Background: an optimization exercise with open tools, aiming at small area, a short achievable clock period and few clock cycles. Do not read the settings as production practice. The flow treats the clock pin as an ideal source. Dropping or thinning the clock tree relies on that and would not hold on a real chip. Power figures rest on the tool's default switching activity, not on a simulated workload.

== run 1 ==
// mem_loop_top
module mem_loop_top
#(
  parameter int DATA_WIDTH  = 32,
  parameter int BURST_LEN   = 4,
  parameter int ADDR_WIDTH  = 6,
  parameter int FIFO_DEPTH  = 16,
  parameter int READ_LAT    = 2,
  parameter int INIT_CYCLES = 32
) (
  input  logic                  clk0_tb,
  input  logic                  locked,
  input  logic                  in_valid,
  input  logic [DATA_WIDTH-1:0] in_data,
  output logic                  in_ready,
  output logic                  out_valid,
  output logic [DATA_WIDTH-1:0] out_data,
  input  logic                  out_ready,
  output logic                  init_done
);
Size in the first run: about 400 cells after synthesis, about 9700 µm² of cells after synthesis.
clock: 8.0 ns
lec_check: 0
abc_clock_period_in_ps: 2500
cap_margin: 20
core_margin: 2
core_utilization: 50
place_density: 0.6
slew_margin: 20
synth_memory_max_bits: 16384
standard.sh (not shown) runs the stock make flow with config.mk's settings and CLKGATE_MAP_FILE= SYNTH_SCRIPT=/design/flow/synth_recipe.tcl, a recipe that flattens the netlist after the stock synthesis.
==> flow/flow/run.sh <==
#!/bin/bash
set -euo pipefail
cd "$(dirname "$0")/.."
export SETUP_SLACK_MARGIN=5.4
export BUFFER_PORTS_ARGS="-buffer_cell sky130_fd_sc_hd__buf_2"
export CTS_ARGS="-sink_clustering_enable -sink_clustering_size 30 -sink_clustering_max_diameter 120 -repair_clock_nets -dont_use_dummy_load"
export POST_GLOBAL_PLACE_TCL="$PWD/flow/inbuf.tcl"
export POST_CTS_TCL="$PWD/flow/bypass_root.tcl"
bash standard.sh > standard.log 2>&1
==> flow/flow/bypass_root.tcl <==
proc bypass_clock_root {} {
  set block [ord::get_db_block]
  set port_net [$block findNet clk0_tb]
  set loads [$port_net getITerms]
  if {[llength $loads] != 1} { puts "BYPASS: port feeds [llength $loads] pins, skipped"; return }
  set root [[lindex $loads 0] getInst]
  set out_net ""
  foreach it [$root getITerms] {
    if {[$it isOutputSignal]} { set out_net [$it getNet] }
  }
  set sinks {}
  foreach it [$out_net getITerms] { if {[$it getInst] != $root} { lappend sinks $it } }
  if {[llength $sinks] > 4} { puts "BYPASS: root feeds [llength $sinks] pins, skipped"; return }
  foreach it $sinks { $it disconnect; $it connect $port_net }
  puts "BYPASS: removed [$root getName], port now feeds [llength $sinks] pins"
  odb::dbInst_destroy $root
  odb::dbNet_destroy $out_net
}

bypass_clock_root
estimate_parasitics -placement
==> flow/flow/inbuf.tcl <==
# in_data port buffers as buf_1: each drives only the 8 buffer entries.
proc shrink_input_buffers {} {
  set db [ord::get_db]
  set block [ord::get_db_block]
  set m [$db findMaster sky130_fd_sc_hd__buf_1]
  set n 0
  foreach bt [$block getBTerms] {
    if {[$bt getIoType] ne "INPUT"} { continue }
    set net [$bt getNet]
    if {$net eq "NULL" || ![string match "in_data*" [$bt getName]]} { continue }
    foreach it [$net getITerms] {
      set inst [$it getInst]
      if {[[$inst getMaster] getName] eq "sky130_fd_sc_hd__buf_2"} {
        $inst swapMaster $m
        incr n
      }
    }
  }
  puts "shrink_input_buffers: $n input buffers now buf_1"
}
shrink_input_buffers
Run 1 finished every step from synthesis to the final layout, and the layout passed the timing, design-rule and antenna checks.
The inputs of run 2 differ from those of run 1 as listed below.
Settings: a change of CORE_UTILIZATION from 50 to 55; a change of PLACE_DENSITY from 0.6 to 0.65.
--- a/flow/flow/run.sh
+++ b/flow/flow/run.sh
@@ -2,5 +2,5 @@
 set -euo pipefail
 cd "$(dirname "$0")/.."
-export SETUP_SLACK_MARGIN=5.4
+export SETUP_SLACK_MARGIN=5.5
 export BUFFER_PORTS_ARGS="-buffer_cell sky130_fd_sc_hd__buf_2"
 export CTS_ARGS="-sink_clustering_enable -sink_clustering_size 30 -sink_clustering_max_diameter 120 -repair_clock_nets -dont_use_dummy_load"
Results
Run 2 finished end to end and its layout was clean on timing, DRC and antenna. Comparing run 2 and run 1, the higher global-route track usage on met2 is on run 2. Compared with run 1, run 2 shows register share of total power lower by 0.4 points. Reported for run 2 and run 1, net count after synthesis turned out identical to the last digit. Min global-route wire length before repair across run 2 and run 1: run 2. Cell area delta for run 2 relative to run 1: 0.64% higher. | share of the clock period used by the worst path | run 2 vs run 1 | 0.90 points lower |. Measured against each other, run 2 and run 1 differ in clock skew, the lower figure coming from run 1.
Changes in run 3 relative to run 2:
--- a/flow/flow/run.sh
+++ b/flow/flow/run.sh
@@ -2,5 +2,5 @@
 set -euo pipefail
 cd "$(dirname "$0")/.."
-export SETUP_SLACK_MARGIN=5.5
+export SETUP_SLACK_MARGIN=5.4
 export BUFFER_PORTS_ARGS="-buffer_cell sky130_fd_sc_hd__buf_2"
 export CTS_ARGS="-sink_clustering_enable -sink_clustering_size 30 -sink_clustering_max_diameter 120 -repair_clock_nets -dont_use_dummy_load"
==> results.txt <==
Run 3 completed end to end with timing, DRC and antenna clean.
Run 2 ended with every stage complete and zero timing, DRC or antenna violations.
Compared with run 2, run 3 improves final design instance area without fill.
The amount of wire on met3 after detailed routing reported for run 3 is smaller than that of run 2 by 2.6%.
The beginning of the critical path comes out in_valid in one run and out_ready in the other, namely in run 3 and run 2 respectively.
Setup slack after layout for run 3: 0.10 ns down relative to run 2
Of run 3 and run 2, the lower total chip power belongs to run 3.
No functional check of the RTL was part of any run of this note.

separate check: timing with driven ports:
The results above use ideal ports. As a check the final layouts listed here were re-extracted and re-timed, cells and wires unchanged.
Step 1 assumes that a clkbuf_16 drives the clock port and a buf_2 every other input.
Step 2, shift: input delay + t, output delay - t, t = (earliest + latest rising clock arrival at the registers) / 2. This alone moves slack from input paths to output paths.
a / b / c = ideal / step 1 / step 2; a / b = the first two.
run	t, ns	slack for setup (ns)	hold slack, ns	clock arrival spread, ns	cell pins on the clock port's net
run 1	0.376	5.358 / 5.387 / 5.011	0.391 / 0.391 / 0.391	0.050 / 0.049	2
run 2	0.374	5.430 / 5.452 / 5.077	0.373 / 0.373 / 0.373	0.061 / 0.061	2
run 3	0.383	5.327 / 5.344 / 4.961	0.375 / 0.375 / 0.375	0.068 / 0.068	2
After both steps setup and hold are still met in every run listed. For run 3, which loses most, drivers alone change the setup slack by +0.017 ns; drivers and shift together by -0.366 ns.
